From an optimization exercise on the open Yosys and OpenROAD flow, aimed at small area and a short achievable clock period; shortcuts taken in it are not production practice.
The RTL was checked by simulation tests, not by an equivalence proof against the original design.
Power figures rest on the tool's default switching activity, not on a simulated workload.

==> flow/design.v (outline; a module is shown in full before it is edited, if it fits) <==
// module alu_dec: 40 lines
// module alu_exe: 20 lines
// module mult_pipe: 1164 lines
// module csa_fa: 10 lines
// module csa_ha: 9 lines
// module cdb_arbiter: 18 lines
// module fu_cluster: 67 lines
module fu_cluster (
    input  logic                        clock,
    input  logic                        reset,
    input  logic                        squash,
    input  logic [102:0]                alu0_issue,
    input  logic [102:0]                alu1_issue,
    input  logic [102:0]                mult_issue,
    output logic                        alu1_stall,
    output logic [77:0]                 cdb
);
  // ...
==> flow/run.sh <==
#!/bin/bash
# synth_recipe.tcl (not shown) runs the flow's synth.tcl, then flattens the netlist and writes it again
# the make line also repeats each setting of config.mk as NAME=value (left out here)
make -C /OpenROAD-flow-scripts/flow DESIGN_CONFIG=/design/flow/config.mk WORK_HOME=/design/flow/orfs CLKGATE_MAP_FILE= SYNTH_SCRIPT=/design/flow/synth_recipe.tcl finish
==> flow/config.mk <==
export PLATFORM = sky130hd
export DESIGN_NAME = fu_cluster
export DESIGN_NICKNAME = fu_cluster
export VERILOG_FILES = /design/flow/design.v
export SDC_FILE = /design/flow/constraint.sdc
export NUM_CORES = 4
export LEC_CHECK = 0
export ABC_CLOCK_PERIOD_IN_PS = 3000
export CAP_MARGIN = 20
export CORE_MARGIN = 2
export CORE_UTILIZATION = 40
export SETUP_SLACK_MARGIN = 5
export SLEW_MARGIN = 20
export SYNTH_HIERARCHICAL = 1
==> flow/constraint.sdc <==
create_clock -name core_clock -period 8.0 [get_ports {clock}]
set_input_delay 1.6000 -clock core_clock [delete_from_list [all_inputs] [get_ports {clock}]]
set_output_delay 1.6000 -clock core_clock [all_outputs]
set_load 0.01 [all_outputs]
==> reports/metrics.yaml, run 1 <==
p_comb_share_pct: 50.9
n_all_buffers: 822
critical_path.max_stage_delay_ns: 0.48
numCtsBuffers: 61
reg_top3: "ix0: 76 flops, ix1: 76 flops"
dieArea_sq_mm: 0.113
synth_seq_cells: 552
ff2ff_setup_slack_ns: 4.20
status: "no timing/DRC/antenna violations"
worst_ep_required_time_ns: 8.49
busiest_layer: "met2"
n_tap_cell: 1488
n_clock_buffer: 86
postCtsResizedCells: 990
power.density_mw_per_mm2: 232
die_x_um: 337
num-multi-input-gates: 3485
path_delay_family: "compound AO/OA/AOI/OAI gates"
fin_nets: 5879
fin_area_sq_mm: 0.0593
timing.final.max_slew_violations: 0
port_buffers: 338
placed_cells: 6135
htreeDepth: 2
highest_layer: "met5"
leakage_nw: 23.3
dr_wl_met2_um: 79200
pg_comb_mw: 7.00
synth.most_common_cell: "dfxtp_1"
fin_skew_ns: 0.0319
p_seq_share_pct: 28.0
sh_seq_area_pct: 20.6
clkPwrFrac_pct: 21.1
==> module alu_dec, before the edit <==
module alu_dec (
    input  logic [102:0] issue,
    output logic [75:0]  dec
);
    logic [31:0] w, a, rs2, b, res;
    logic [4:0]  sh;
    logic        is_op, is_imm, alt, sub, nonop, reg_b;
    logic        use_sum, use_lts, use_ltu, use_res;
    logic [2:0]  f3;
    assign w      = issue[31:0];
    assign a      = issue[95:64];
    assign rs2    = issue[63:32];
    assign is_op  = (w[6:0] == 7'b0110011);
    assign is_imm = (w[6:0] == 7'b0010011);
    assign nonop  = !(is_op || is_imm);
    assign f3     = w[14:12];
    assign alt    = w[30];
    assign reg_b  = w[5];
    assign b      = reg_b ? rs2 : {{20{w[31]}}, w[31:20]};
    assign sh     = b[4:0];
    assign sub    = (f3 == 3'd0 && reg_b && alt) || f3 == 3'd2 || f3 == 3'd3;
    assign use_sum = !nonop && f3 == 3'd0;
    assign use_lts = !nonop && f3 == 3'd2;
    assign use_ltu = !nonop && f3 == 3'd3;
    assign use_res = !nonop && !use_sum && !use_lts && !use_ltu;
    always_comb begin
        case (f3)
            3'd1: res = a << sh;
            3'd4: res = a ^ b;
            3'd5: begin
                if (alt) res = $signed(a) >>> sh;
                else     res = a >> sh;
            end
            3'd6: res = a | b;
            3'd7: res = a & b;
            default: res = a;    
        endcase
    end
    assign dec = {issue[102], issue[101:96], res, b ^ {32{sub}}, use_sum, use_lts, use_ltu, use_res, sub};
endmodule
==> module cdb_arbiter, before the edit <==
module cdb_arbiter (
    input  logic [38:0] mult_next,
    input  logic [38:0] alu0_next,
    input  logic [38:0] alu1_next,
    output logic [38:0] lane0_next,
    output logic [38:0] lane1_next,
    output logic        stall_next
);
    logic mv, v0, v1;
    assign mv = mult_next[38];
    assign v0 = alu0_next[38];
    assign v1 = alu1_next[38];
    assign lane0_next[38]   = mv | v0 | v1;
    assign lane0_next[37:0] = mv ? mult_next[37:0] : (v0 ? alu0_next[37:0] : alu1_next[37:0]);
    assign lane1_next[38]   = (mv & (v0 | v1)) | (v0 & v1);
    assign lane1_next[37:0] = (mv & v0) ? alu0_next[37:0] : alu1_next[37:0];
    assign stall_next       = mv & v0 & v1;
endmodule
==> module fu_cluster, before the edit <==
module fu_cluster (
    input  logic                        clock,
    input  logic                        reset,
    input  logic                        squash,
    input  logic [102:0]                alu0_issue,
    input  logic [102:0]                alu1_issue,
    input  logic [102:0]                mult_issue,
    output logic                        alu1_stall,
    output logic [77:0]                 cdb
);
    logic        kill;
    logic [75:0] dec0, dec1;
    logic [75:0] ix0, ix1;         
    logic [31:0] r0, r1;
    logic [38:0] x1_reg;           
    logic [38:0] m_n, x0_n, x1_n, l0_n, l1_n;
    logic        stall_n;
    logic [38:0] lane0, lane1;
    logic        stall;
    logic        run1;          
    assign kill = reset || squash;
    alu_dec dec_0 (.issue(alu0_issue), .dec(dec0));
    alu_dec dec_1 (.issue(alu1_issue), .dec(dec1));
    always_ff @(posedge clock) begin
        ix0[74:0] <= dec0[74:0];
        ix0[75]   <= dec0[75] && !kill;
        if (run1) ix1[74:0] <= dec1[74:0];
        if (kill) ix1[75] <= 1'b0;
        else if (run1) ix1[75] <= dec1[75];
    end
    alu_exe exe_0 (.dec(ix0), .result(r0));
    alu_exe exe_1 (.dec(ix1), .result(r1));
    always_ff @(posedge clock) begin
        if (run1) x1_reg[37:0] <= {ix1[74:69], r1};
        if (kill) x1_reg[38] <= 1'b0;
        else if (run1) x1_reg[38] <= ix1[75];
    end
    mult_pipe mult_pipe_0 (
        .clock     (clock),
        .reset     (reset),
        .squash    (squash),
        .issue     (mult_issue),
        .res_valid (m_n[38]),
        .res_tag   (m_n[37:32]),
        .res_value (m_n[31:0])
    );
    assign x0_n = {ix0[75], ix0[74:69], r0};
    assign x1_n = run1 ? {ix1[75], ix1[74:69], r1} : x1_reg;
    cdb_arbiter cdb_arbiter_0 (
        .mult_next  (m_n),
        .alu0_next  (x0_n),
        .alu1_next  (x1_n),
        .lane0_next (l0_n),
        .lane1_next (l1_n),
        .stall_next (stall_n)
    );
    always_ff @(posedge clock) begin
        lane0[37:0] <= l0_n[37:0];
        lane1[37:0] <= l1_n[37:0];
        lane0[38]   <= l0_n[38] && !kill;
        lane1[38]   <= l1_n[38] && !kill;
        stall       <= stall_n && !kill;
        run1        <= !(stall_n && !kill);
    end
    assign cdb        = {lane1, lane0};
    assign alu1_stall = stall;
endmodule
==> run 2, diff against run 1 <==
--- a/flow/design.v
+++ b/flow/design.v
@@ -1,116 +1,68 @@
 package fu_pkg;
     typedef logic [32-1:0]     data_t;    
     typedef logic [6-1:0] tag_t;     
-    typedef struct packed {
-        logic [6:0] funct7;
-        logic [4:0] rs2;
-        logic [4:0] rs1;
-        logic [2:0] funct3;
-        logic [4:0] rd;
-        logic [6:0] opcode;
-    } r_view_t;
-    typedef struct packed {
-        logic [11:0] imm;    
-        logic [4:0]  rs1;
-        logic [2:0]  funct3;
-        logic [4:0]  rd;
-        logic [6:0]  opcode;
-    } i_view_t;
-    typedef union packed {
-        r_view_t r;
-        i_view_t i;
-    } inst_word_t;
-    typedef struct packed {
-        logic       valid;       
-        tag_t       tag;
-        data_t      rs1_value;
-        data_t      rs2_value;
-        inst_word_t inst;
-    } is_ex_packet_t;
-    typedef struct packed {
-        logic  valid;
-        tag_t  tag;
-        data_t value;
-    } cdb_packet_t;
-    typedef struct packed {
-        logic  valid;
-        tag_t  tag;
-        data_t value;
-    } ex_cp_packet_t;
 endpackage
 module alu_dec (
     input  logic [102:0] issue,
-    output logic [75:0]  dec
+    output logic [68:0]  dec
 );
-    logic [31:0] w, a, rs2, b, res;
-    logic [4:0]  sh;
-    logic        is_op, is_imm, alt, sub, nonop, reg_b;
-    logic        use_sum, use_lts, use_ltu, use_res;
+    logic [31:0] w, a, rs2, b, bx, a_rev, f1;
+    logic [16:0] lo;
+    logic        is_op, is_imm, alt, sub, ok, reg_b, same;
     logic [2:0]  f3;
+    logic [8:0]  ctl;
     assign w      = issue[31:0];
     assign a      = issue[95:64];
     assign rs2    = issue[63:32];
     assign is_op  = (w[6:0] == 7'b0110011);
     assign is_imm = (w[6:0] == 7'b0010011);
-    assign nonop  = !(is_op || is_imm);
+    assign ok     = is_op || is_imm;
     assign f3     = w[14:12];
     assign alt    = w[30];
     assign reg_b  = w[5];
     assign b      = reg_b ? rs2 : {{20{w[31]}}, w[31:20]};
-    assign sh     = b[4:0];
     assign sub    = (f3 == 3'd0 && reg_b && alt) || f3 == 3'd2 || f3 == 3'd3;
-    assign use_sum = !nonop && f3 == 3'd0;
-    assign use_lts = !nonop && f3 == 3'd2;
-    assign use_ltu = !nonop && f3 == 3'd3;
-    assign use_res = !nonop && !use_sum && !use_lts && !use_ltu;
+    assign bx     = b ^ {32{sub}};
+    assign same   = (a[31] == b[31]);
+    assign lo     = {1'b0, a[15:0]} + {1'b0, bx[15:0]} + {16'd0, sub};
     always_comb begin
+        for (int i = 0; i < 32; i++) a_rev[i] = a[31-i];
         case (f3)
-            3'd1: res = a << sh;
-            3'd4: res = a ^ b;
-            3'd5: begin
-                if (alt) res = $signed(a) >>> sh;
-                else     res = a >> sh;
-            end
-            3'd6: res = a | b;
-            3'd7: res = a & b;
-            default: res = a;    
+            3'd1:    f1 = a_rev;
+            3'd4:    f1 = a ^ b;
+            3'd5:    f1 = a;
+            3'd6:    f1 = a | b;
+            3'd7:    f1 = a & b;
+            default: f1 = {a[31:16], bx[31:16]};
         endcase
     end
-    assign dec = {issue[102], issue[101:96], res, b ^ {32{sub}}, use_sum, use_lts, use_ltu, use_res, sub};
-endmodule
-module alu_exe (
-    input  logic [75:0] dec,
-    output logic [31:0] result
-);
-    logic [31:0] a, b, sum;
-    logic        use_sum, use_lts, use_ltu, use_res, sub, cout, lt_s, lt_u;
-    assign a       = dec[68:37];
-    assign b       = dec[36:5];
-    assign use_sum = dec[4];
-    assign use_lts = dec[3];
-    assign use_ltu = dec[2];
-    assign use_res = dec[1];
-    assign sub     = dec[0];
-    assign {cout, sum} = {1'b0, a} + {1'b0, b} + {32'd0, sub};
-    assign lt_s = (a[31] == b[31]) ? a[31] : sum[31];
-    assign lt_u = !cout;
-    assign result = ({32{use_sum}} & sum)
-                  | ({32{use_res}} & a)
-                  | {31'd0, (use_lts & lt_s) | (use_ltu & lt_u)};
+    assign ctl[8] = ok && f3 == 3'd0;
+    assign ctl[7] = ok && (f3 == 3'd4 || f3 == 3'd6 || f3 == 3'd7);
+    assign ctl[6] = ok && f3 == 3'd3;
+    assign ctl[5] = ok && f3 == 3'd2 && same;
+    assign ctl[4] = ok && f3 == 3'd2 && !same && a[31];
+    assign ctl[3] = lo[16];
+    assign ctl[2] = ok && f3 == 3'd5;
+    assign ctl[1] = ok && f3 == 3'd1;
+    assign ctl[0] = alt && a[31] && f3 == 3'd5;
+    assign dec = {issue[102], issue[101:96], b[4:0], f1, lo[15:0], ctl};
 endmodule
 module mult_pipe (
     input  logic         clock,
     input  logic         reset,
     input  logic         squash,
     input  logic [102:0] issue,
     output logic         res_valid,
     output logic [5:0]   res_tag,
-    output logic [31:0]  res_value
+    output logic [15:0]  res_lo,      
+    output logic         res_ci,      
+    output logic [15:0]  res_xh,      
+    output logic [15:0]  res_yh
 );
     logic        kill;
     logic [31:0] b;
     logic [32:0] bx;
     logic [15:0] one_d, two_d, neg_d;
     assign kill = reset || squash;
     assign b    = issue[63:32];
     assign bx   = {b, 1'b0};
@@ -250,47 +202,18 @@
     logic cs1_30_3;
     logic cs1_30_4;
     logic cs1_30_5;
     logic cs1_31_0;
     logic cs1_31_1;
     logic cs1_31_2;
     logic cs1_31_3;
     logic cs1_31_4;
-    logic cs2_0_0;
-    logic cs2_0_1;
-    logic cs2_1_0;
-    logic cs2_2_0;
-    logic cs2_2_1;
-    logic cs2_3_0;
-    logic cs2_3_1;
-    logic cs2_4_0;
-    logic cs2_4_1;
-    logic cs2_5_0;
-    logic cs2_5_1;
-    logic cs2_6_0;
-    logic cs2_6_1;
-    logic cs2_7_0;
-    logic cs2_7_1;
-    logic cs2_8_0;
-    logic cs2_8_1;
-    logic cs2_9_0;
-    logic cs2_9_1;
-    logic cs2_10_0;
-    logic cs2_10_1;
-    logic cs2_11_0;
-    logic cs2_11_1;
-    logic cs2_12_0;
-    logic cs2_12_1;
-    logic cs2_13_0;
-    logic cs2_13_1;
-    logic cs2_14_0;
-    logic cs2_14_1;
-    logic cs2_15_0;
-    logic cs2_15_1;
+    logic [15:0] plo;
+    logic pci;
     logic cs2_16_0;
     logic cs2_16_1;
     logic cs2_17_0;
     logic cs2_17_1;
     logic cs2_18_0;
     logic cs2_18_1;
     logic cs2_19_0;
     logic cs2_19_1;
@@ -1064,19 +987,17 @@
     wire m1_g0_s473, m1_g0_c474;
     csa_fa u_m1_g0_s473 (.x(cs1_31_0), .y(cs1_31_1), .z(cs1_31_2), .s(m1_g0_s473), .c(m1_g0_c474));
     wire m1_g0_s475, m1_g0_c476;
     csa_fa u_m1_g0_s475 (.x(cs1_31_3), .y(cs1_31_4), .z(m1_g0_c466), .s(m1_g0_s475), .c(m1_g0_c476));
     wire m1_g0_s477, m1_g0_c478;
     csa_fa u_m1_g0_s477 (.x(m1_g0_c468), .y(m1_g0_s473), .z(m1_g0_c470), .s(m1_g0_s477), .c(m1_g0_c478));
     wire m1_g0_s479, m1_g0_c480;
     csa_fa u_m1_g0_s479 (.x(m1_g0_s475), .y(m1_g0_c472), .z(m1_g0_s477), .s(m1_g0_s479), .c(m1_g0_c480));
-    wire [31:0] m2_x = {cs2_31_0, cs2_30_0, cs2_29_0, cs2_28_0, cs2_27_0, cs2_26_0, cs2_25_0, cs2_24_0, cs2_23_0, cs2_22_0, cs2_21_0, cs2_20_0, cs2_19_0, cs2_18_0, cs2_17_0, cs2_16_0, cs2_15_0, cs2_14_0, cs2_13_0, cs2_12_0, cs2_11_0, cs2_10_0, cs2_9_0, cs2_8_0, cs2_7_0, cs2_6_0, cs2_5_0, cs2_4_0, cs2_3_0, cs2_2_0, cs2_1_0, cs2_0_0};
-    wire [31:0] m2_y = {1'b0, cs2_30_1, cs2_29_1, cs2_28_1, cs2_27_1, cs2_26_1, cs2_25_1, cs2_24_1, cs2_23_1, cs2_22_1, cs2_21_1, cs2_20_1, cs2_19_1, cs2_18_1, cs2_17_1, cs2_16_1, cs2_15_1, cs2_14_1, cs2_13_1, cs2_12_1, cs2_11_1, cs2_10_1, cs2_9_1, cs2_8_1, cs2_7_1, cs2_6_1, cs2_5_1, cs2_4_1, cs2_3_1, cs2_2_1, 1'b0, cs2_0_1};
-    wire [31:0] m2_p = m2_x + m2_y;
+    wire [16:0] m1_lo = {1'b0, m1_g0_c376, m1_g0_c372, m1_g0_s369, m1_g0_s365, m1_g0_c362, neg1_5, cs1_9_0, cs1_8_0, cs1_7_0, cs1_6_0, cs1_5_0, cs1_4_0, cs1_3_0, cs1_2_0, cs1_1_0, cs1_0_0} + {1'b0, m1_g0_s379, m1_g0_s375, m1_g0_s371, m1_g0_s367, m1_g0_s363, m1_g0_s361, cs1_9_1, cs1_8_1, cs1_7_1, cs1_6_1, cs1_5_1, cs1_4_1, cs1_3_1, cs1_2_1, 1'b0, cs1_0_1};
     always_ff @(posedge clock) begin
         v1 <= v0 && !kill;
         t1 <= t0;
         v2 <= v1 && !kill;
         t2 <= t1;
         neg1_5 <= neg0[5];
         neg1_11 <= neg0[11];
         cs1_0_0 <= neg0[0];
@@ -1190,47 +1111,18 @@
         cs1_30_3 <= m0_g1_s327;
         cs1_30_4 <= m0_g2_s351;
         cs1_30_5 <= m0_g2_s353;
         cs1_31_0 <= m0_g0_c208;
         cs1_31_1 <= m0_g0_s215;
         cs1_31_2 <= m0_g1_c328;
         cs1_31_3 <= m0_g1_s335;
         cs1_31_4 <= m0_g2_s359;
-        cs2_0_0 <= cs1_0_0;
-        cs2_0_1 <= cs1_0_1;
-        cs2_1_0 <= cs1_1_0;
-        cs2_2_0 <= cs1_2_0;
-        cs2_2_1 <= cs1_2_1;
-        cs2_3_0 <= cs1_3_0;
-        cs2_3_1 <= cs1_3_1;
-        cs2_4_0 <= cs1_4_0;
-        cs2_4_1 <= cs1_4_1;
-        cs2_5_0 <= cs1_5_0;
-        cs2_5_1 <= cs1_5_1;
-        cs2_6_0 <= cs1_6_0;
-        cs2_6_1 <= cs1_6_1;
-        cs2_7_0 <= cs1_7_0;
-        cs2_7_1 <= cs1_7_1;
-        cs2_8_0 <= cs1_8_0;
-        cs2_8_1 <= cs1_8_1;
-        cs2_9_0 <= cs1_9_0;
-        cs2_9_1 <= cs1_9_1;
-        cs2_10_0 <= neg1_5;
-        cs2_10_1 <= m1_g0_s361;
-        cs2_11_0 <= m1_g0_c362;
-        cs2_11_1 <= m1_g0_s363;
-        cs2_12_0 <= m1_g0_s365;
-        cs2_12_1 <= m1_g0_s367;
-        cs2_13_0 <= m1_g0_s369;
-        cs2_13_1 <= m1_g0_s371;
-        cs2_14_0 <= m1_g0_c372;
-        cs2_14_1 <= m1_g0_s375;
-        cs2_15_0 <= m1_g0_c376;
-        cs2_15_1 <= m1_g0_s379;
+        plo <= m1_lo[15:0];
+        pci <= m1_lo[16];
         cs2_16_0 <= m1_g0_c380;
         cs2_16_1 <= m1_g0_s383;
         cs2_17_0 <= m1_g0_c384;
         cs2_17_1 <= m1_g0_s387;
         cs2_18_0 <= m1_g0_c388;
         cs2_18_1 <= m1_g0_s391;
         cs2_19_0 <= m1_g0_c392;
         cs2_19_1 <= m1_g0_s395;
@@ -1255,17 +1147,20 @@
         cs2_29_0 <= m1_g0_c456;
         cs2_29_1 <= m1_g0_s463;
         cs2_30_0 <= m1_g0_c464;
         cs2_30_1 <= m1_g0_s471;
         cs2_31_0 <= m1_g0_s479;
     end
     assign res_valid = v2;
     assign res_tag   = t2;
-    assign res_value = m2_p;
+    assign res_lo = plo;
+    assign res_ci = pci;
+    assign res_xh = {cs2_31_0, cs2_30_0, cs2_29_0, cs2_28_0, cs2_27_0, cs2_26_0, cs2_25_0, cs2_24_0, cs2_23_0, cs2_22_0, cs2_21_0, cs2_20_0, cs2_19_0, cs2_18_0, cs2_17_0, cs2_16_0};
+    assign res_yh = {1'b0, cs2_30_1, cs2_29_1, cs2_28_1, cs2_27_1, cs2_26_1, cs2_25_1, cs2_24_1, cs2_23_1, cs2_22_1, cs2_21_1, cs2_20_1, cs2_19_1, cs2_18_1, cs2_17_1, cs2_16_1};
 endmodule
 module csa_fa (
     input  logic x,
     input  logic y,
     input  logic z,
     output logic s,
     output logic c
 );
@@ -1277,90 +1172,166 @@
     input  logic y,
     output logic s,
     output logic c
 );
     assign s = x ^ y;
     assign c = x & y;
 endmodule
 module cdb_arbiter (
-    input  logic [38:0] mult_next,
-    input  logic [38:0] alu0_next,
-    input  logic [38:0] alu1_next,
+    input  logic        mult_valid,
+    input  logic [5:0]  mult_tag,
+    input  logic [15:0] mult_lo,       
+    input  logic        mult_ci,       
+    input  logic [15:0] mult_xh,       
+    input  logic [15:0] mult_yh,
+    input  logic [68:0] alu0_dec,      
+    input  logic [68:0] alu1_dec,      
+    input  logic [38:0] alu1_held,     
+    input  logic [38:0] alu1_saved,    
+    input  logic        run1,          
+    input  logic        after,         
     output logic [38:0] lane0_next,
     output logic [38:0] lane1_next,
+    output logic [38:0] alu1_fresh,    
+    output logic [38:0] alu1_next,     
     output logic        stall_next
 );
-    logic mv, v0, v1;
-    assign mv = mult_next[38];
-    assign v0 = alu0_next[38];
-    assign v1 = alu1_next[38];
+    logic [15:0] hs0, hs1, hs2;
+    logic        co0, co1;
+    assign {co0, hs0} = {1'b0, alu0_dec[56:41]} + {1'b0, alu0_dec[40:25]} + {16'd0, alu0_dec[3]};
+    assign {co1, hs1} = {1'b0, alu1_dec[56:41]} + {1'b0, alu1_dec[40:25]} + {16'd0, alu1_dec[3]};
+    assign hs2        = mult_xh + mult_yh + {15'd0, mult_ci};
+    logic [31:0] sr0, sr1, sl0, sl1;
+    assign sr0 = 32'($signed({alu0_dec[0], alu0_dec[56:25]}) >>> alu0_dec[61:57]);
+    assign sr1 = 32'($signed({alu1_dec[0], alu1_dec[56:25]}) >>> alu1_dec[61:57]);
+    always_comb begin
+        for (int i = 0; i < 32; i++) begin
+            sl0[i] = sr0[31-i];
+            sl1[i] = sr1[31-i];
+        end
+    end
+    logic [31:0] s0, s1, r0, r1;
+    assign s0 = {hs0, alu0_dec[24:9]};
+    assign s1 = {hs1, alu1_dec[24:9]};
+    assign r0[31:1] = ({31{alu0_dec[8]}} & s0[31:1])  | ({31{alu0_dec[7]}} & alu0_dec[56:26])
+                    | ({31{alu0_dec[2]}} & sr0[31:1]) | ({31{alu0_dec[1]}} & sl0[31:1]);
+    assign r0[0]    = (alu0_dec[8] & s0[0])  | (alu0_dec[7] & alu0_dec[25])
+                    | (alu0_dec[2] & sr0[0]) | (alu0_dec[1] & sl0[0])
+                    | (alu0_dec[6] & !co0)   | (alu0_dec[5] & hs0[15]) | alu0_dec[4];
+    assign r1[31:1] = ({31{alu1_dec[8]}} & s1[31:1])  | ({31{alu1_dec[7]}} & alu1_dec[56:26])
+                    | ({31{alu1_dec[2]}} & sr1[31:1]) | ({31{alu1_dec[1]}} & sl1[31:1]);
+    assign r1[0]    = (alu1_dec[8] & s1[0])  | (alu1_dec[7] & alu1_dec[25])
+                    | (alu1_dec[2] & sr1[0]) | (alu1_dec[1] & sl1[0])
+                    | (alu1_dec[6] & !co1)   | (alu1_dec[5] & hs1[15]) | alu1_dec[4];
+    assign alu1_fresh = {{alu1_dec[68], alu1_dec[67:62]}, r1};
+    assign alu1_next  = after ? alu1_saved : alu1_fresh;
+    logic mv, v0, vn, v1;
+    logic l0_m, l0_a0, l0_new, l0_sv, l0_held;
+    logic l1_a0, l1_new, l1_sv, l1_held;
+    assign mv = mult_valid;
+    assign v0 = alu0_dec[68];
+    assign vn = alu1_dec[68];
+    assign v1 = run1 ? (after ? alu1_saved[38] : vn) : alu1_held[38];
+    assign l0_m    = mv;
+    assign l0_a0   = !mv && v0;
+    assign l0_new  = !mv && !v0 && run1 && !after;
+    assign l0_sv   = !mv && !v0 && run1 && after;
+    assign l0_held = !mv && !v0 && !run1;
+    assign l1_a0   = mv && v0;
+    assign l1_new  = !(mv && v0) && run1 && !after;
+    assign l1_sv   = !(mv && v0) && run1 && after;
+    assign l1_held = !(mv && v0) && !run1;
     assign lane0_next[38]   = mv | v0 | v1;
-    assign lane0_next[37:0] = mv ? mult_next[37:0] : (v0 ? alu0_next[37:0] : alu1_next[37:0]);
+    assign lane0_next[37:0] = ({38{l0_m}}    & {mult_tag, hs2, mult_lo})
+                            | ({38{l0_a0}}   & {alu0_dec[67:62], r0})
+                            | ({38{l0_new}}  & {alu1_dec[67:62], r1})
+                            | ({38{l0_sv}}   & alu1_saved[37:0])
+                            | ({38{l0_held}} & alu1_held[37:0]);
     assign lane1_next[38]   = (mv & (v0 | v1)) | (v0 & v1);
-    assign lane1_next[37:0] = (mv & v0) ? alu0_next[37:0] : alu1_next[37:0];
+    assign lane1_next[37:0] = ({38{l1_a0}}   & {alu0_dec[67:62], r0})
+                            | ({38{l1_new}}  & {alu1_dec[67:62], r1})
+                            | ({38{l1_sv}}   & alu1_saved[37:0])
+                            | ({38{l1_held}} & alu1_held[37:0]);
     assign stall_next       = mv & v0 & v1;
 endmodule
 module fu_cluster (
     input  logic                        clock,
     input  logic                        reset,
     input  logic                        squash,
     input  logic [102:0]                alu0_issue,
     input  logic [102:0]                alu1_issue,
     input  logic [102:0]                mult_issue,
     output logic                        alu1_stall,
     output logic [77:0]                 cdb
 );
     logic        kill;
-    logic [75:0] dec0, dec1;
-    logic [75:0] ix0, ix1;         
-    logic [31:0] r0, r1;
+    logic [68:0] dec0, dec1;
+    logic [68:0] ix0, ix1;         
     logic [38:0] x1_reg;           
-    logic [38:0] m_n, x0_n, x1_n, l0_n, l1_n;
+    logic [38:0] x1_n, x1_fresh;
+    logic [38:0] x1_saved;         
+    logic        after;            
+    logic        m_v;
+    logic [5:0]  m_t;
+    logic [15:0] m_lo, m_xh, m_yh;
+    logic        m_ci;
+    logic [38:0] l0_n, l1_n;
     logic        stall_n;
     logic [38:0] lane0, lane1;
     logic        stall;
-    logic        run1;          
+    logic        run1;             
     assign kill = reset || squash;
     alu_dec dec_0 (.issue(alu0_issue), .dec(dec0));
     alu_dec dec_1 (.issue(alu1_issue), .dec(dec1));
     always_ff @(posedge clock) begin
-        ix0[74:0] <= dec0[74:0];
-        ix0[75]   <= dec0[75] && !kill;
-        if (run1) ix1[74:0] <= dec1[74:0];
-        if (kill) ix1[75] <= 1'b0;
-        else if (run1) ix1[75] <= dec1[75];
-    end
-    alu_exe exe_0 (.dec(ix0), .result(r0));
-    alu_exe exe_1 (.dec(ix1), .result(r1));
-    always_ff @(posedge clock) begin
-        if (run1) x1_reg[37:0] <= {ix1[74:69], r1};
-        if (kill) x1_reg[38] <= 1'b0;
-        else if (run1) x1_reg[38] <= ix1[75];
+        ix0[67:0] <= dec0[67:0];
+        ix0[68]   <= dec0[68] && !kill;
+        ix1[67:0] <= dec1[67:0];
+        ix1[68]   <= dec1[68] && !kill;
     end
     mult_pipe mult_pipe_0 (
         .clock     (clock),
         .reset     (reset),
         .squash    (squash),
         .issue     (mult_issue),
-        .res_valid (m_n[38]),
-        .res_tag   (m_n[37:32]),
-        .res_value (m_n[31:0])
+        .res_valid (m_v),
+        .res_tag   (m_t),
+        .res_lo    (m_lo),
+        .res_ci    (m_ci),
+        .res_xh    (m_xh),
+        .res_yh    (m_yh)
     );
-    assign x0_n = {ix0[75], ix0[74:69], r0};
-    assign x1_n = run1 ? {ix1[75], ix1[74:69], r1} : x1_reg;
     cdb_arbiter cdb_arbiter_0 (
-        .mult_next  (m_n),
-        .alu0_next  (x0_n),
-        .alu1_next  (x1_n),
+        .mult_valid (m_v),
+        .mult_tag   (m_t),
+        .mult_lo    (m_lo),
+        .mult_ci    (m_ci),
+        .mult_xh    (m_xh),
+        .mult_yh    (m_yh),
+        .alu0_dec   (ix0),
+        .alu1_dec   (ix1),
+        .alu1_held  (x1_reg),
+        .alu1_saved (x1_saved),
+        .run1       (run1),
+        .after      (after),
+        .alu1_fresh (x1_fresh),
         .lane0_next (l0_n),
         .lane1_next (l1_n),
+        .alu1_next  (x1_n),
         .stall_next (stall_n)
     );
     always_ff @(posedge clock) begin
+        if (run1) x1_reg[37:0] <= x1_n[37:0];
+        if (kill) x1_reg[38] <= 1'b0;
+        else if (run1) x1_reg[38] <= x1_n[38];
+        if (!after) x1_saved <= x1_fresh;
+        after <= !run1 && !kill;
+    end
+    always_ff @(posedge clock) begin
         lane0[37:0] <= l0_n[37:0];
         lane1[37:0] <= l1_n[37:0];
         lane0[38]   <= l0_n[38] && !kill;
         lane1[38]   <= l1_n[38] && !kill;
         stall       <= stall_n && !kill;
         run1        <= !(stall_n && !kill);
     end
     assign cdb        = {lane1, lane0};
==> flow/config.mk (replaced) <==
export PLATFORM = sky130hd
export DESIGN_NAME = fu_cluster
export DESIGN_NICKNAME = fu_cluster
export VERILOG_FILES = /design/flow/design.v
export SDC_FILE = /design/flow/constraint.sdc
export NUM_CORES = 4
export LEC_CHECK = 0
export ABC_AREA = 1
export CAP_MARGIN = 20
export CORE_MARGIN = 2
export CORE_UTILIZATION = 40
export SETUP_SLACK_MARGIN = 5
export SLEW_MARGIN = 20
export SYNTH_HIERARCHICAL = 1
==> reports/metrics.yaml, run 2 <==
synth.most_common_cell: "nand2_1"
clkPwrFrac_pct: 24.9  # +3.8 points
end_kind: "flop"
met1_usage_pct: 36.3
async_flop_share_pct: 0
synth_area_sq_mm: 0.0408
status: "no timing/DRC/antenna violations"
syn_area_per_cell_sq_um: 7.99
finalHoldViolations: 0
clk_path_buf_depth: 3
syn_inst: 5105
fill_cells: 9732
hold_path_depth: 0
use_met3_pct: 4.58
cts_sinks: 564
avgViaCountPerCell: 5.49
p_seq_share_pct: 31.5  # +3.5 points
ctsRootBufferMaster: "clkbuf_16"
grt_max_degree: 74
overflow: 0
synth_top_cell_by_area: "dfxtp_1"
crit_fanout: 7
yosysSeqAreaShare_pct: 29.6
power.density_mw_per_mm2: 252  # +8.6%
switching_share_pct: 39.2
drt-wirelength-per-cell_um: 21.4
numCtsBuffers: 66  # +8.2%
reg_top3: "ix0: 69 flops, ix1: 69 flops"
ys_types: 65
area_growth_pct: 20.9
dr.pass1.iters: 7
antenna_found_initial: 5
fin_ws_ns: 4.84
ys.flop_type: "dfxtp_1"
final_common_cell: "nand2_1"
period_minus_slack_ns: 3.16
cts_hold_buf: 0
hold_end: "mult_pipe_0.t2[3]"
fin_nets: 6165  # +4.9%
timing.final.max_slew_violations: 0  # unchanged
p_sw_mw: 4.87
initial_core_util_pct: 40.2
fin_skew_ns: 0.0469  # +0.0150 ns
regArea_sq_mm: 0.0121
drt_iter0_drc: 3663
insertion_delay_ns: 0.65
multi_input_area_sq_mm: 0.0262
reg2regPathDepth: 6
slew_headroom_pct: 43.2
ff2ff_setup_slack_ns: 5.01  # +0.81 ns
synth_top_area_share_pct: 23.9
vias: 37325
core_area_sq_mm: 0.101
hold_class: "reg -> reg"
p_int_mw: 7.55
clk_pin_slew_worst_paths_ns: 0.05
drcViolationCount: 0
cp-start-kind: "input pin"
leakage_nw: 22.2  # -4.5%
synth-warning-count: 10
hold_start: "mult_pipe_0.t1[3]"
synth_seq_cells: 564  # +2.2%
path_class: "in -> reg"
preCtsSetupSlack_ns: 3.34
drive_gt1_share_pct: 12.7
synth_edf_count: 77
num_rows: 117
dpl.hpwl_um: 103000
routed_wl_um: 145000
grtUsageMet2_pct: 42.8
arrival_ns: 3.66
rsz0062_at_grt: "true"
dieArea_sq_mm: 0.105  # -7.9%
p_comb_share_pct: 43.6  # -7.3 points
rr_startpoint: "mult_pipe_0.one0[4]"
die_h_um: 323
power.total_mw: 12.4
syn_nets: 5885
synth_area_leaders: "dfxtp_1, nand2_1, fa_1, ha_1, xor2_1"
ant_nets: 0
finalCritPeriodShare_pct: 39.5
cts_tree: "yes"
die_x_um: 323  # -4.0%
n_antenna_cell: 0
grt_pass1_vias: 35717
htreeDepth: 3  # +1
vdd_drop_max_v: 0.000258
place_congestion: 0.978
holdWs_ns: 0.324
finalSetupViolCount: 0
mostFrequentLayoutCells: "nand2_1, dfxtp_1, inv_1"
max_cap_violations: 0
busiest_layer: "met2"
r2r-end: "mult_pipe_0.cs1_22_1"
io_pins: 391
grt_usage_pct: 26.8
setup_tns_ns: 0
fmaxAchievable_mhz: 317
tightest_slew_ns: 0.851
yosys-top-cells-count: "nand2_1, dfxtp_1, inv_1"
grt_pass1_wl_um: 216000
worst_ep_required_time_ns: 8.50  # about the same
port_buffers: 338  # unchanged
run 2: cell count changes in the layout (fill, tap and decap cells not counted), moves of 253 or more:
cell / previous run / this run
nand2_1: 342 / 1172
xnor2_1: 367 / 43
nand3_1: 52 / 394
inv_1: 142 / 434
a22oi_1: 298 / 24
xor2_1: 44 / 297
run 2: timing repair:
action	in CTS	in global routing
setup endpoints to repair	292	161
resized for setup	321	143
gates cloned	10	10
pin swaps	104	89
setup buffers	89	54
run 2: per-module statistics from Yosys (local to each module, per instance):
module	times used	cells inside
csa_ha	29	1
alu_dec	2	573
fu_cluster	1	316
cdb_arbiter	1	2129
csa_fa	211	1
mult_pipe	1	1274
run 2: per-stage QoR:
stage / instance area (sq um) / instances / utilization, %
after floorplan: 41000 / 5105 / -
after CTS: 48300 / 6740 / 47.6
after global placement: 44500 / 6522 / 43.9
final: 49300 / 6804 / 48.6
after detailed placement: 44500 / 6522 / 43.9
after global routing: 49300 / 6804 / 48.6
run 2: power groups by stage:
| stage | clock network [mW] | registers, mW | logic, mW |
|---|---|---|---|
| 2_1_floorplan | 0 | 3.73 | 3.56 |
| 3_3_place_gp | 0 | 3.94 | 5.03 |
| 3_5_place_dp | 0 | 3.95 | 5.06 |
| 4_1_cts | 3.16 | 3.90 | 5.25 |
| 5_1_grt | 3.27 | 3.96 | 6.10 |
| 6_report | 3.09 | 3.92 | 5.41 |
run 2: cell type report:
class | count | area share, %
Sequential cell | 564 | 24.5
Inverter | 498 | 4.12
Tap cell | 1368 | 3.47
Clock inverter | 34 | 0.802
Multi-Input combinational cell | 3709 | 53.0
Clock buffer | 85 | 3.68
Timing Repair Buffer | 531 | 10.2
Timing Repair inverter | 15 | 0.216
run 2: layer usage:
layer / wire [um] / vias up
li1: - / 17523
met1: 61600 / 17773
met2: 65700 / 1703
met3: 12000 / 324
met4: 6160 / 2
met5: 13 / -
run 2: cell families after synthesis:
family	Yosys count	synth area share (%)
and+or+nand+nor	1954	20.8
AOI/OAI and AO/OA	917	14.2
buffers and inverters	835	9.07
DFF	564	29.6
adders and majority gates	468	18.4
xor gates and xnor gates	351	7.54
muxes	15	0.414
other	1	0.00920
run 2: worst max path at each step:
stage	start	endpoint	slack [ns]
after detailed placement	alu0_issue[30]	ix0[24]	3.34
after global placement	alu0_issue[30]	ix0[21]	3.32
after global routing	alu1_issue[5]	ix1[19]	4.77
final	alu1_issue[5]	ix1[21]	4.84
after floorplan	alu0_issue[5]	ix0[19]	4.48
after CTS	alu1_issue[14]	ix1[21]	4.91
run 2: worst max-delay path: stages:
cell and delay, ns:
buf_8 0.08, buf_12 0.15, nand2_8 0.06, nand2_8 0.09, nand3_4 0.18, buf_4 0.19, xor2_1 0.13, ha_1 0.37
nand2_2 0.09, o21ai_4 0.18, a21oi_4 0.11, o21ai_4 0.18, nand2_1 0.09, nand3_1 0.09, nand2_1 0.04
==> run 3, diff against run 2 <==
==> flow/flow/run.sh (new file) <==
#!/bin/bash
# The standard layout, with plain buffers on the ports in place of the
# delay cells the resizer picks by default (every port still gets one)
set -o pipefail
cp standard.sh standard_sh.txt
export BUFFER_PORTS_ARGS="-buffer_cell sky130_fd_sc_hd__buf_2"
bash standard.sh > standard.log 2>&1
==> flow/standard.sh (new file) <==
#!/bin/bash
# synth_recipe.tcl (not shown) runs the flow's synth.tcl, then flattens the netlist and writes it again
# the make line also repeats each setting of config.mk as NAME=value (left out here)
make -C /OpenROAD-flow-scripts/flow DESIGN_CONFIG=/design/flow/config.mk WORK_HOME=/design/flow/orfs CLKGATE_MAP_FILE= SYNTH_SCRIPT=/design/flow/synth_recipe.tcl "${@:-finish}"
--- a/flow/config.mk
+++ b/flow/config.mk
@@ -8,7 +8,7 @@
 export ABC_AREA = 1
 export CAP_MARGIN = 20
 export CORE_MARGIN = 2
-export CORE_UTILIZATION = 40
+export CORE_UTILIZATION = 50
 export SETUP_SLACK_MARGIN = 5
 export SLEW_MARGIN = 20
 export SYNTH_HIERARCHICAL = 1
removed: flow/run.sh
==> reports/metrics.yaml, run 3 <==
async_flop_share_pct: 0  # unchanged
clkPwrFrac_pct: 24.8  # about the same
finalSetupViolCount: 0  # unchanged
end_kind: "flop"
max_cap_violations: 0  # unchanged
syn_nets: 5885  # unchanged
ff2ff_setup_slack_ns: 5.04  # +0.03 ns
grt_pass1_wl_um: 207000  # -4.0%
cts_hold_buf: 0  # unchanged
p_int_mw: 7.34  # -2.7%
synth_compound_area_share_pct: 14.2  # unchanged
drive_gt1_share_pct: 17.8  # +5.0 points
drt_iter0_drc: 4004  # +9.3%
io_pins: 391  # unchanged
ys_types: 65  # unchanged
path_buf_inv: 4  # +1
core_area_sq_mm: 0.0807  # -20%
synth_top_area_share_pct: 23.9  # unchanged
vdd_drop_max_v: 0.000283  # +9.6%
fin_util_pct: 57.9  # +9.3 points
timing.final.max_slew_violations: 0  # unchanged
arrival_ns: 3.57  # -0.09 ns
finalCritPeriodShare_pct: 38.1  # -1.3 points
synth.most_common_cell: "nand2_1"
syn_area_per_cell_sq_um: 7.99  # unchanged
ant_nets: 0  # unchanged
synth-xor-area-share_pct: 7.54  # unchanged
port_buffers: 338  # unchanged
synth_mux_area_share_pct: 0.414  # unchanged
drt-wirelength-per-cell_um: 21.6  # +0.96%
drcViolationCount: 0  # unchanged
reg_top3: "ix0: 69 flops, ix1: 69 flops"
fin_nets: 6106  # -0.96%
finalHoldViolations: 0  # unchanged
path_delay_family: "compound AO/OA/AOI/OAI gates"
die_h_um: 290  # -10%
synth_edf_count: 77  # unchanged
hold_class: "reg -> reg"
ys.flop_type: "dfxtp_1"
dr.pass1.iters: 6  # -1
placed_cells: 6207  # -4.8%
slowest_stage: "fa_2"
preCtsSetupSlack_ns: 3.31  # -0.0290 ns
htreeDepth: 2  # -1
cts_sinks: 564  # unchanged
n_antenna_cell: 0  # unchanged
power.density_mw_per_mm2: 260  # +3.4%
instances_no_fill: 6439  # -5.4%
crit_fanout: 5  # -2
insertion_delay_ns: 0.67  # +0.02 ns
path_class: "in -> reg"
switching_share_pct: 39.6  # +0.42 points
area_growth_pct: 14.5
dpl.hpwl_um: 102000  # -1.2%
final_common_cell: "nand2_1"
fin_ws_ns: 4.95  # +0.107 ns
setup_tns_ns: 0  # unchanged
synth_seq_cells: 564  # unchanged
synthAdderAreaFrac_pct: 18.4  # unchanged
numCtsBuffers: 61  # -7.6%
yosysSeqAreaShare_pct: 29.6  # unchanged
vias: 36968  # -0.96%
ctsRootBufferMaster: "clkbuf_16"
cp-start-kind: "input pin"
avgViaCountPerCell: 5.74  # +4.7%
grt_max_degree: 73  # -1.4%
p_sw_mw: 4.82  # -1.0%
fin_skew_ns: 0.0491  # +0.00214 ns
synth_area_sq_mm: 0.0408  # unchanged
p_seq_share_pct: 32.4  # +0.9 points
overflow: 0  # unchanged
tightest_slew_ns: 1.03  # +0.182 ns
period_minus_slack_ns: 3.05  # -0.107 ns
yosys-top-cells-count: "nand2_1, dfxtp_1, inv_1"
synth_top_cell_by_area: "dfxtp_1"
status: "no timing/DRC/antenna violations"
crit_chain: "buf_8, buf_12, nand2_4, nand2_4, nand3_4, buf_6, xor2_2, inv_1, fa_2, o21ai_4, a21oi_4, o21ai_4, nand2_2, nand3_2, nand2_1"
fmaxAchievable_mhz: 328  # +3.5%
rsz0062_at_grt: "true"
initial_core_util_pct: 50.5  # +10 points
critical_path.max_stage_delay_ns: 0.37  # about the same
cts_tree: "yes"
synth_top_family_by_area: "simple AND/OR/NAND/NOR gates"
synth-warning-count: 10  # unchanged
syn_inst: 5105  # unchanged
routed_wl_um: 139000  # -4.5%
synth_area_leaders: "dfxtp_1, nand2_1, fa_1, ha_1, xor2_1"
p_comb_share_pct: 42.8  # -0.8 points
fill_cells: 7468  # -23%
num_rows: 104  # -11%
die_x_um: 290  # -10%
grt_usage_pct: 32.1  # +5.3 points
dieArea_sq_mm: 0.0839  # -20%
synth_simple_gate_area_share_pct: 20.8  # unchanged
grt_pass1_vias: 33901  # -5.1%
place_congestion: 0.983  # +0.47%
worst_ep_required_time_ns: 8.52  # +0.02 ns
clk_path_buf_depth: 3  # unchanged
mostFrequentLayoutCells: "nand2_1, dfxtp_1, inv_1"
slew_headroom_pct: 31.1  # -12 points
clk_pin_slew_worst_paths_ns: 0.06  # about the same
antenna_found_initial: 8  # +3
power.total_mw: 12.2  # -2.1%
leakage_nw: 21.6  # -2.6%
-- run 3: power groups by stage --
stage / logic, mW / registers (mW) / clock network (mW)
floorplan: 3.56 / 3.73 / 0
global placement: 4.86 / 3.97 / 0
detailed placement: 4.92 / 3.98 / 0
CTS: 5.06 / 3.92 / 3.06
global route: 5.87 / 3.97 / 3.18
finish: 5.21 / 3.94 / 3.01
-- run 3: cell type report --
cell class / instances / area (sq um) / area share, %
repair buffers: 480 / 3060 / 6.55
well taps: 1060 / 1330 / 2.84
clock buffers: 78 / 1700 / 3.64
inverters: 498 / 2000 / 4.29
flip-flops and latches: 564 / 12100 / 25.9
clock inverters: 38 / 492 / 1.05
multi-input cells: 3708 / 25900 / 55.5
repair inverters: 13 / 91.3 / 0.196
-- run 3: kinds of logic (layout without fill, tap and decap cells) --
kind of cell,count (synthesis),in the layout
other,1,1
multiplexers,15,15
AO/OA/AOI/OAI,917,917
flip-flops,564,564
adder cells (fa/ha/maj),468,468
AND/OR/NAND/NOR,1954,1956
XOR/XNOR,351,351
buffers and inverters,835,1107
-- run 3: worst paths after layout --
check / end / depth (start not counted) / startpoint
worst max register to register: mult_pipe_0.cs1_23_1 / 6 / mult_pipe_0.one0[4]
worst min-delay path: mult_pipe_0.t2[2] / 0 / mult_pipe_0.t1[2]
worst min register to register: mult_pipe_0.t2[2] / 0 / mult_pipe_0.t1[2]
worst max-delay path: ix0[21] / 15 / alu0_issue[5]
-- run 3: per-module statistics from Yosys, one instance, submodules excluded --
module / times used / flip-flops and latches
csa_ha: 29 / 0
cdb_arbiter: 1 / 0
fu_cluster: 1 / 297
mult_pipe: 1 / 267
alu_dec: 2 / 0
csa_fa: 211 / 0
-- run 3: timing repair --
action                     4_1_cts  5_1_grt
hold endpoints to repair         0        0
setup endpoints to repair      147      128
gates resized for setup        143      115
buffers inserted                60       39
pin swaps                       45       72
cloned                          11        6
-- run 3: through the flow --
stage / cell area [sq um] / hold slack (ns)
2_1_floorplan: 41000 / 0.310
3_3_place_gp: 42400 / 0.313
3_5_place_dp: 42400 / 0.313
4_1_cts: 45900 / 0.329
5_1_grt: 46700 / 0.334
6_report: 46700 / 0.324
-- run 3: routing by layer --
metal	GRT usage (%)	part of all wire (%)
met4	8.37	2.7
met5	0	0.0094
met3	4.40	9.5
met2	46.9	42
met1	49.5	46
==> run 4, diff against run 3 <==
--- a/flow/config.mk
+++ b/flow/config.mk
@@ -8,7 +8,7 @@
 export ABC_AREA = 1
 export CAP_MARGIN = 20
 export CORE_MARGIN = 2
-export CORE_UTILIZATION = 50
+export CORE_UTILIZATION = 40
 export SETUP_SLACK_MARGIN = 5
 export SLEW_MARGIN = 20
 export SYNTH_HIERARCHICAL = 1
==> reports/metrics.yaml, run 4 <==
ys_types: 65  # unchanged
place_congestion: 0.969  # -1.5%
finalHoldViolations: 0  # unchanged
drt-wirelength-per-cell_um: 20.9  # -3.0%
yosysSeqAreaShare_pct: 29.6  # unchanged
period_minus_slack_ns: 3.08  # +0.0352 ns
synth_area_leaders: "dfxtp_1, nand2_1, fa_1, ha_1, xor2_1"
initial_core_util_pct: 40.2  # -10 points
timing.final.max_slew_violations: 0  # unchanged
path_delay_family: "simple AND/OR/NAND/NOR gates"
status: "no timing/DRC/antenna violations"
power.density_mw_per_mm2: 259  # -0.42%
clk_pin_slew_worst_paths_ns: 0.06  # about the same
reg2regPathDepth: 6  # unchanged
ant_nets: 0  # unchanged
cp-start-kind: "input pin"
cts_sinks: 564  # unchanged
yosys-top-cells-count: "nand2_1, dfxtp_1, inv_1"
antenna_found_initial: 7  # -1
tightest_slew_ns: 0.797  # -0.235 ns
arrival_ns: 3.66  # +0.09 ns
vdd_drop_max_v: 0.000228  # -20%
fin_util_pct: 46.4  # -11 points
grt_pass1_wl_um: 210000  # +1.3%
routed_wl_um: 142000  # +1.8%
die_h_um: 323  # +12%
critical_path.max_stage_delay_ns: 0.24  # -0.13 ns
avgViaCountPerCell: 5.47  # -4.7%
overflow: 0  # unchanged
max_cap_violations: 0  # unchanged
io_pins: 391  # unchanged
drt_iter0_drc: 3653  # -8.8%
syn_inst: 5105  # unchanged
cpMostUsedCell: "nand2_1"
syn_nets: 5885  # unchanged
rr_startpoint: "mult_pipe_0.two0[5]"
finalCritPeriodShare_pct: 38.6  # +0.44 points
hold_start: "mult_pipe_0.t0[0]"
dpl.hpwl_um: 102000  # about the same
grt_pass1_vias: 34643  # +2.2%
path_class: "in -> reg"
slew_headroom_pct: 46.3  # +15 points
worst_ep_required_time_ns: 8.57  # +0.05 ns
path_buf_inv: 2  # -2
synth-warning-count: 10  # unchanged
ff2ff_setup_slack_ns: 5.03  # about the same
synth.most_common_cell: "nand2_1"
ys.flop_type: "dfxtp_1"
hold_path_depth: 0  # unchanged
synth_top_cell_by_area: "dfxtp_1"
cts_tree: "yes"
insertion_delay_ns: 0.68  # about the same
leakage_nw: 21.7  # +0.19%
num_rows: 117  # +13%
grt_usage_pct: 26.2  # -6.0 points
fill_cells: 9922  # +33%
fmaxAchievable_mhz: 324  # -1.1%
drive_gt1_share_pct: 17.5  # -0.22 points
crit_fanout: 7  # +2
numCtsBuffers: 61  # unchanged
synth_area_sq_mm: 0.0408  # unchanged
setup_tns_ns: 0  # unchanged
hold_end: "mult_pipe_0.t1[0]"
clk_path_buf_depth: 3  # unchanged
end_kind: "flop"
finalSetupViolCount: 0  # unchanged
synth_seq_cells: 564  # unchanged
reg_top3: "ix0: 69 flops, ix1: 69 flops"
final_common_cell: "nand2_1"
fin_skew_ns: 0.0389  # -0.0102 ns
core_area_sq_mm: 0.101  # +26%
area_growth_pct: 15.5
htreeDepth: 2  # unchanged
port_buffers: 338  # unchanged
fin_nets: 6120  # +0.23%
slowest_stage: "nor3_2"
syn_area_per_cell_sq_um: 7.99  # unchanged
synth_top_area_share_pct: 23.9  # unchanged
dr.pass1.iters: 10  # +4
fin_area_sq_mm: 0.0471  # +0.82%
place_area_sq_mm: 0.0429  # +1.1%
vias: 36999  # +0.084%
hold_class: "reg -> reg"
async_flop_share_pct: 0  # unchanged
ctsRootBufferMaster: "clkbuf_16"
r2r-end: "mult_pipe_0.cs1_22_1"
grt_max_degree: 74  # +1.4%
crit_chain: "clkbuf_4, nand2_8, nand2_8, nand3_4, buf_6, xor2_4, ha_2, a21o_1, a21oi_2, nor2_1, nor3_2, nand2_1, nand2_1, nand2_1"
mostFrequentLayoutCells: "nand2_1, dfxtp_1, inv_1"
dieArea_sq_mm: 0.105  # +25%
drcViolationCount: 0  # unchanged
die_x_um: 323  # +12%
synth_edf_count: 77  # unchanged
rsz0062_at_grt: "true"
==> run 4: how the worst max path moves through the flow <==
stage / startpoint / to / slack [ns] / cells after the start
2_1_floorplan: alu0_issue[5] / ix0[19] / 4.48 / 14
3_3_place_gp: alu1_issue[5] / ix1[21] / 3.30 / 13
3_5_place_dp: alu1_issue[5] / ix1[21] / 3.27 / 13
4_1_cts: mult_pipe_0.a0[10] / mult_pipe_0.cs1_10_1 / 4.97 / 6
5_1_grt: alu0_issue[5] / ix0[24] / 4.84 / 14
6_report: alu0_issue[30] / ix0[24] / 4.92 / 14
==> run 4: final cells by class <==
| class | instances | area, sq um | share of cell area [%] |
|---|---|---|---|
| repair inverters | 9 | 61.3 | 0.130 |
| clock buffers | 82 | 1770 | 3.76 |
| diodes | 2 | 5.00 | 0.0106 |
| clock inverters | 31 | 373 | 0.792 |
| flip-flops and latches | 564 | 12100 | 25.7 |
| repair buffers | 496 | 3200 | 6.80 |
| multi-input cells | 3710 | 25800 | 54.9 |
| inverters | 498 | 2020 | 4.29 |
| well taps | 1368 | 1710 | 3.64 |
==> run 4: cells by family (layout without fill, tap and decap cells) <==
kind of cell	count (synthesis)	after routing	synth area share [%]
AO/OA/AOI/OAI	917	917	14.2
multiplexers	15	15	0.414
buffers and inverters	835	1116	9.07
other	1	3	0.00920
XOR/XNOR	351	351	7.54
flip-flops	564	564	29.6
adder cells (fa/ha/maj)	468	468	18.4
AND/OR/NAND/NOR	1954	1958	20.8
==> run 4: per-layer routing <==
metal / routed length (um) / share of wire, % / global-route usage (%)
met2: 63200 / 45 / 41.1
met1: 59600 / 42 / 35.4
met3: 12500 / 8.8 / 4.97
met5: 59 / 0.042 / 0
met4: 6200 / 4.4 / 10.2
==> run 4: report_power, final <==
| part | switching (mW) | internal (mW) | total [mW] |
|---|---|---|---|
| Sequential | 0.408 | 3.49 | 3.90 |
| Clock | 1.23 | 1.78 | 3.01 |
| Combinational | 3.16 | 2.14 | 5.30 |
==> run 4: repair_timing <==
item / in CTS / in global routing
setup endpoints to repair: 161 / 108
cloned: 8 / 8
hold buffers: 0 / 0
buffers inserted: 37 / 67
pin swaps: 19 / 74
resized for setup: 108 / 154
==> run 4: per-module statistics from Yosys, one instance, submodules excluded <==
| module | cells | area [sq um] | flops+latches |
|---|---|---|---|
| alu_dec | 573 | 3590 | 0 |
| csa_ha | 1 | 12.5 | 0 |
| csa_fa | 1 | 20.0 | 0 |
| fu_cluster | 316 | 6790 | 297 |
| cdb_arbiter | 2129 | 10300 | 0 |
| mult_pipe | 1274 | 12000 | 267 |
==> run 4: worst reg2reg max path: stages (launching register included) <==
cell and delay [ns]:
dfxtp_1 0.36, clkinvlp_4 0.44, o22ai_1 0.36, xor2_1 0.13, fa_1 0.44, fa_1 0.58, fa_1 0.52
==> run 4: per-stage QoR <==
stage | setup WS [ns] | total power [mW] | hold WS (ns) | instances
3_3_place_gp | 3.30 | 8.90 | 0.313 | 6525
5_1_grt | 4.84 | 13.1 | 0.322 | 6759
3_5_place_dp | 3.27 | 8.97 | 0.312 | 6525
6_report | 4.92 | 12.2 | 0.321 | 6760
2_1_floorplan | 4.48 | 7.30 | 0.310 | 5105
4_1_cts | 4.97 | 12.1 | 0.320 | 6683
==> run 5, diff against run 4 <==
--- a/flow/config.mk
+++ b/flow/config.mk
@@ -9,6 +9,8 @@
 export CAP_MARGIN = 20
 export CORE_MARGIN = 2
 export CORE_UTILIZATION = 40
+export CTS_CLUSTER_DIAMETER = 120
+export CTS_CLUSTER_SIZE = 25
 export SETUP_SLACK_MARGIN = 5
 export SLEW_MARGIN = 20
 export SYNTH_HIERARCHICAL = 1
==> reports/metrics.yaml, run 5 <==
status: "no timing/DRC/antenna violations"
cts_sinks: 564  # unchanged
overflow: 0  # unchanged
crit_fanout: 7  # unchanged
clk_path_buf_depth: 3  # unchanged
place_congestion: 0.969  # unchanged
core_area_sq_mm: 0.101  # unchanged
fin_nets: 6096  # -0.39%
antenna_found_initial: 8  # +1
finalCritPeriodShare_pct: 38.9  # +0.39 points
arrival_ns: 3.67  # about the same
area_growth_pct: 12.7
grt_max_degree: 74  # unchanged
setup_tns_ns: 0  # unchanged
synth_top_area_share_pct: 23.9  # unchanged
period_minus_slack_ns: 3.12  # +0.0310 ns
clk_pin_slew_worst_paths_ns: 0.10  # +0.04 ns
htreeDepth: 1  # -1
reg2regPathDepth: 6  # unchanged
routed_wl_um: 141000  # -0.48%
p_int_mw: 6.32  # -15%
synth_seq_cells: 564  # unchanged
ctsRootBufferMaster: "clkbuf_16"
p_comb_share_pct: 48.7  # +5.3 points
port_buffers: 338  # unchanged
syn_nets: 5885  # unchanged
cp-start-kind: "input pin"
yosys-top-cells-count: "nand2_1, dfxtp_1, inv_1"
timing.final.max_slew_violations: 0  # unchanged
clkPwrFrac_pct: 15.7  # -8.9 points
syn_area_per_cell_sq_um: 7.99  # unchanged
preCtsSetupSlack_ns: 3.27  # unchanged
initial_core_util_pct: 40.2  # unchanged
dieArea_sq_mm: 0.105  # unchanged
drcViolationCount: 0  # unchanged
fin_ws_ns: 4.88  # -0.0310 ns
finalHoldViolations: 0  # unchanged
power.density_mw_per_mm2: 237  # -8.5%
fin_skew_ns: 0.0271  # -0.0117 ns
insertion_delay_ns: 0.66  # -0.02 ns
ys_types: 65  # unchanged
die_x_um: 323  # unchanged
regArea_sq_mm: 0.0121  # unchanged
path_class: "in -> reg"
drt_iter0_drc: 3725  # +2.0%
p_seq_share_pct: 35.6  # +3.7 points
multi_input_area_sq_mm: 0.0259  # +0.35%
drt-wirelength-per-cell_um: 21.0  # +0.34%
io_pins: 391  # unchanged
synth_area_sq_mm: 0.0408  # unchanged
vdd_drop_max_v: 0.000233  # +2.3%
num_rows: 117  # unchanged
hold_path_depth: 0  # unchanged
yosysSeqAreaShare_pct: 29.6  # unchanged
synth-warning-count: 10  # unchanged
grt_pass1_vias: 34145  # -1.4%
switching_share_pct: 42.0  # +2.7 points
finalSetupViolCount: 0  # unchanged
tightest_slew_ns: 0.804  # +0.00758 ns
rsz0062_at_grt: "true"
reg_top3: "ix0: 69 flops, ix1: 69 flops"
synth_area_leaders: "dfxtp_1, nand2_1, fa_1, ha_1, xor2_1"
max_cap_violations: 0  # unchanged
hold_class: "reg -> reg"
dr.pass1.iters: 6  # -4
worst_ep_required_time_ns: 8.55  # -0.02 ns
cts_tree: "yes"
fmaxAchievable_mhz: 321  # -1.0%
syn_inst: 5105  # unchanged
async_flop_share_pct: 0  # unchanged
numCtsBuffers: 29  # -52%
die_h_um: 323  # unchanged
grt_usage_pct: 25.7  # -0.45 points
fin_util_pct: 45.3  # -1.1 points
avgViaCountPerCell: 5.48  # +0.13%
fill_cells: 10027  # +1.1%
dpl.hpwl_um: 102000  # unchanged
p_sw_mw: 4.59  # -4.4%
cts_hold_buf: 0  # unchanged
leakage_nw: 21.1  # -2.7%
final_common_cell: "nand2_1"
grt_pass1_wl_um: 208000  # -1.2%
vias: 36744  # -0.69%
synth_top_cell_by_area: "dfxtp_1"
end_kind: "flop"
ant_nets: 0  # unchanged
synth_edf_count: 77  # unchanged
synth.most_common_cell: "nand2_1"
mostFrequentLayoutCells: "nand2_1, dfxtp_1, inv_1"
drive_gt1_share_pct: 16.8  # -0.72 points
slew_headroom_pct: 45.8  # -0.51 points
ys.flop_type: "dfxtp_1"
-- run 5: final cells by class --
class,count,share of cell area [%]
multi-input cells,3709,56.4
flip-flops and latches,564,26.3
repair buffers,504,7.10
inverters,498,4.38
well taps,1368,3.72
clock buffers,39,1.66
clock inverters,10,0.250
repair inverters,10,0.150
diodes,3,0.0163
-- run 5: layer usage --
| metal | routed length (um) | vias to the layer above | track usage [%] | share of wire (%) |
|---|---|---|---|---|
| met5 | 32 | - | 0 | 0.023 |
| met4 | 5800 | 6 | 9.03 | 4.1 |
| met3 | 11400 | 264 | 3.69 | 8.1 |
| met2 | 63000 | 1605 | 40.8 | 45 |
| met1 | 60600 | 17546 | 35.6 | 43 |
| li1 | - | 17323 | - | - |
-- run 5: kinds of logic after synthesis --
group,count (synthesis),synth area share [%]
multiplexers,15,0.414
other,1,0.00920
flip-flops,564,29.6
buffers and inverters,835,9.07
AND/OR/NAND/NOR,1954,20.8
XOR/XNOR,351,7.54
AO/OA/AOI/OAI,917,14.2
adder cells (fa/ha/maj),468,18.4
-- run 5: worst paths after layout --
check / start / end / slack [ns]
worst min-delay path: mult_pipe_0.t0[3] / mult_pipe_0.t1[3] / 0.33
worst max-delay path: alu0_issue[14] / ix0[24] / 4.88
worst min register to register: mult_pipe_0.t0[3] / mult_pipe_0.t1[3] / 0.33
worst max register to register: mult_pipe_0.two0[5] / mult_pipe_0.cs1_22_1 / 5.01
-- run 5: worst max-delay path, stage by stage --
cell,delay [ns]
buf_4,0.14
clkinvlp_4,0.18
nand3_4,0.20
buf_4,0.20
xor2_1,0.15
ha_1,0.34
a21o_1,0.21
a21oi_2,0.17
nor2_1,0.08
nor3_2,0.20
nand2_1,0.07
nand2_1,0.06
nand2_1,0.06
-- run 5: what timing repair did --
action,CTS,global route
endpoints found under the setup margin,166,113
pin swaps,18,65
setup buffers,35,77
cloned,7,9
resized for setup,104,177
-- run 5: power by group through the flow --
stage	registers (mW)	clock network [mW]	logic, mW
after floorplan	3.73	0	3.56
after global placement	3.93	0	4.97
after detailed placement	3.94	0	5.03
after CTS	3.88	1.76	5.12
after global routing	3.93	1.84	5.97
final	3.89	1.71	5.31
-- run 5: per-module statistics from Yosys, one instance, submodules excluded --
| module | cells | flip-flops and latches | copies in the design |
|---|---|---|---|
| mult_pipe | 1274 | 267 | 1 |
| cdb_arbiter | 2129 | 0 | 1 |
| fu_cluster | 316 | 297 | 1 |
| alu_dec | 573 | 0 | 2 |
| csa_fa | 1 | 0 | 211 |
| csa_ha | 1 | 0 | 29 |
-- run 5: through the flow --
stage	area [sq um]	total power, mW	instances	hold slack [ns]
2_1_floorplan	41000	7.30	5105	0.310
3_3_place_gp	42900	8.90	6525	0.313
3_5_place_dp	42900	8.97	6525	0.312
4_1_cts	44500	10.8	6616	0.335
5_1_grt	46000	11.7	6702	0.340
6_report	46000	10.9	6705	0.334
==> run 6, diff against run 5 <==
==> flow/flow/run.sh (replaced) <==
#!/bin/bash
# The standard layout, with plain buffers on the ports in place of the
# delay cells the resizer picks by default (every port still gets one)
set -o pipefail
cp standard.sh standard_sh.txt
export BUFFER_PORTS_ARGS="-buffer_cell sky130_fd_sc_hd__buf_1"
bash standard.sh > standard.log 2>&1
==> reports/metrics.yaml, run 6 <==
timing.final.max_slew_violations: 0  # unchanged
finalCritPeriodShare_pct: 38.8  # -0.16 points
die_x_um: 323  # unchanged
htreeDepth: 1  # unchanged
mostFrequentLayoutCells: "nand2_1, dfxtp_1, inv_1"
reg_top3: "ix0: 69 flops, ix1: 69 flops"
syn_inst: 5105  # unchanged
status: "no timing/DRC/antenna violations"
yosys-top-cells-count: "nand2_1, dfxtp_1, inv_1"
drive_gt1_share_pct: 10.6  # -6.3 points
synth_area_sq_mm: 0.0408  # unchanged
vias: 36656  # -0.24%
die_h_um: 323  # unchanged
slew_headroom_pct: 48.5  # +2.7 points
grt_pass1_vias: 34557  # +1.2%
critical_path.max_stage_delay_ns: 0.30  # -0.04 ns
numCtsBuffers: 30  # +3.4%
crit_fanout: 13  # +6
ys_types: 65  # unchanged
path_class: "in -> reg"
arrival_ns: 3.66  # about the same
antenna_found_initial: 5  # -3
crit_chain: "clkbuf_16, buf_12, inv_6, or2_2, o21ai_4, xor2_1, ha_1, a21o_1, a21oi_2, nor2_1, nor3_2, nand2_1, nand2_1, nand2_1"
finalHoldViolations: 0  # unchanged
fin_nets: 6092  # -0.066%
crit_start: "alu0_issue[5]"
port_buffers: 338  # unchanged
place_area_sq_mm: 0.0424  # -1.0%
grt_max_degree: 67  # -9.5%
instances_no_fill: 6698  # -0.10%
io_pins: 391  # unchanged
leakage_nw: 20.1  # -4.7%
drcViolationCount: 0  # unchanged
hold_class: "reg -> reg"
grt_usage_pct: 26.3  # +0.62 points
synth-warning-count: 10  # unchanged
synth.most_common_cell: "nand2_1"
slowest_stage: "or2_2"
core_area_sq_mm: 0.101  # unchanged
cp-start-kind: "input pin"
syn_nets: 5885  # unchanged
r2r-end: "mult_pipe_0.cs1_10_1"
cts_sinks: 564  # unchanged
synth_top_cell_by_area: "dfxtp_1"
rsz0062_at_grt: "true"
finalSetupViolCount: 0  # unchanged
synth_mux_area_share_pct: 0.414  # unchanged
period_minus_slack_ns: 3.10  # -0.0132 ns
reg2regPathDepth: 8  # +2
end_kind: "flop"
setup_tns_ns: 0  # unchanged
placed_cells: 6522  # -0.046%
synth_seq_cells: 564  # unchanged
synth_top_area_share_pct: 23.9  # unchanged
holdWs_ns: 0.334  # -0.000351 ns
cpMostUsedCell: "nand2_1"
ctsRootBufferMaster: "clkbuf_16"
dr.pass1.iters: 8  # +2
tightest_slew_ns: 0.772  # -0.0330 ns
ant_nets: 0  # unchanged
power.density_mw_per_mm2: 242  # +2.0%
num_rows: 117  # unchanged
synth_compound_area_share_pct: 14.2  # unchanged
preCtsSetupSlack_ns: 3.15  # -0.121 ns
ys.flop_type: "dfxtp_1"
synth_top_family_by_area: "simple AND/OR/NAND/NOR gates"
fin_ws_ns: 4.90  # +0.0132 ns
insertion_delay_ns: 0.66  # about the same
rr_startpoint: "mult_pipe_0.a0[1]"
synthAdderAreaFrac_pct: 18.4  # unchanged
drt-wirelength-per-cell_um: 21.3  # +1.5%
[run 6: cell count changes in the layout (fill, tap and decap cells not counted), sizes merged, moves of 2 or more]
| cell | previous run | this run |
|---|---|---|
| clkbuf | 41 | 45 |
| diode | 3 | 1 |
| clkinvlp | 26 | 28 |
| buf | 500 | 490 |
[run 6: worst min-delay path by stage]
| stage | startpoint | endpoint | slack, ns | cells past startpoint |
|---|---|---|---|---|
| floorplan | mult_pipe_0.t0[0] | mult_pipe_0.t1[0] | 0.31 | 0 |
| global placement | mult_pipe_0.t1[0] | mult_pipe_0.t2[0] | 0.31 | 0 |
| detailed placement | mult_pipe_0.t0[2] | mult_pipe_0.t1[2] | 0.31 | 0 |
| CTS | mult_pipe_0.t0[1] | mult_pipe_0.t1[1] | 0.33 | 0 |
| global route | mult_pipe_0.t1[3] | mult_pipe_0.t2[3] | 0.34 | 0 |
| finish | mult_pipe_0.t1[0] | mult_pipe_0.t2[0] | 0.33 | 0 |
[run 6: metrics by stage]
step | power (mW) | util (%)
floorplan | 7.30 | -
global placement | 8.92 | 41.8
global route | 11.9 | 45.0
CTS | 10.9 | 43.7
finish | 11.1 | 45.0
detailed placement | 8.97 | 41.8
[run 6: power by group]
part / total [mW] / internal [mW] / switching, mW
Sequential: 3.89 / 3.48 / 0.411
Clock: 1.83 / 0.791 / 1.03
Combinational: 5.33 / 2.13 / 3.20
Total: 11.1 / 6.40 / 4.65
[run 6: final cells by class]
| type | count | area, sq um |
|---|---|---|
| diodes | 1 | 2.50 |
| clock buffers | 40 | 830 |
| clock inverters | 9 | 161 |
| fillers | 10038 | 55800 |
| inverters | 498 | 2010 |
| multi-input cells | 3708 | 25900 |
| flip-flops and latches | 564 | 12100 |
| well taps | 1368 | 1710 |
| repair buffers | 496 | 2860 |
| repair inverters | 14 | 92.6 |
[run 6: worst max-delay path, delay by kind of cell]
| kind | cells | cell delay, ns |
|---|---|---|
| compound gates | 3 | 0.54 |
| xor+xnor | 1 | 0.18 |
| fa+ha+maj | 1 | 0.28 |
| buf+inv | 3 | 0.30 |
| simple gates | 6 | 0.76 |
[run 6: layer usage]
layer | part of all wire, % | routed length, um | track usage [%] | vias up
met3 | 7.9 | 11200 | 3.45 | 237
li1 | - | - | - | 17315
met4 | 3.7 | 5280 | 8.38 | 2
met1 | 43 | 61600 | 36.6 | 17520
met5 | 0.0077 | 11 | 0 | -
met2 | 45 | 64600 | 42.3 | 1582
[run 6: cells by family after synthesis]
kind of cell             count (synthesis)
buffers and inverters                  835
AND/OR/NAND/NOR                       1954
other                                    1
multiplexers                            15
flip-flops                             564
XOR/XNOR                               351
AO/OA/AOI/OAI                          917
adder cells (fa/ha/maj)                468
[run 6: Yosys stat by module, one instance, submodules excluded]
module,flip-flops and latches,cells,copies in the design,area [sq um]
alu_dec,0,573,2,3590
cdb_arbiter,0,2129,1,10300
csa_fa,0,1,211,20.0
csa_ha,0,1,29,12.5
fu_cluster,297,316,1,6790
mult_pipe,267,1274,1,12000
[run 6: what timing repair did]
item | 4_1_cts | 5_1_grt
hold endpoints to repair | 0 | 0
gates cloned | 11 | 8
endpoints found under the setup margin | 155 | 124
resized for setup | 113 | 158
setup buffers | 46 | 59
hold buffers | 0 | 0
pin swaps | 33 | 79

Re-timed with assumed drivers on the ports (clkbuf_16 on the clock, buf_2 on other inputs), run 6 has 4.908 ns of setup slack against 4.897 ns with ideal ports, and 4.194 ns once port delays also move by the mid clock arrival of 0.714 ns.
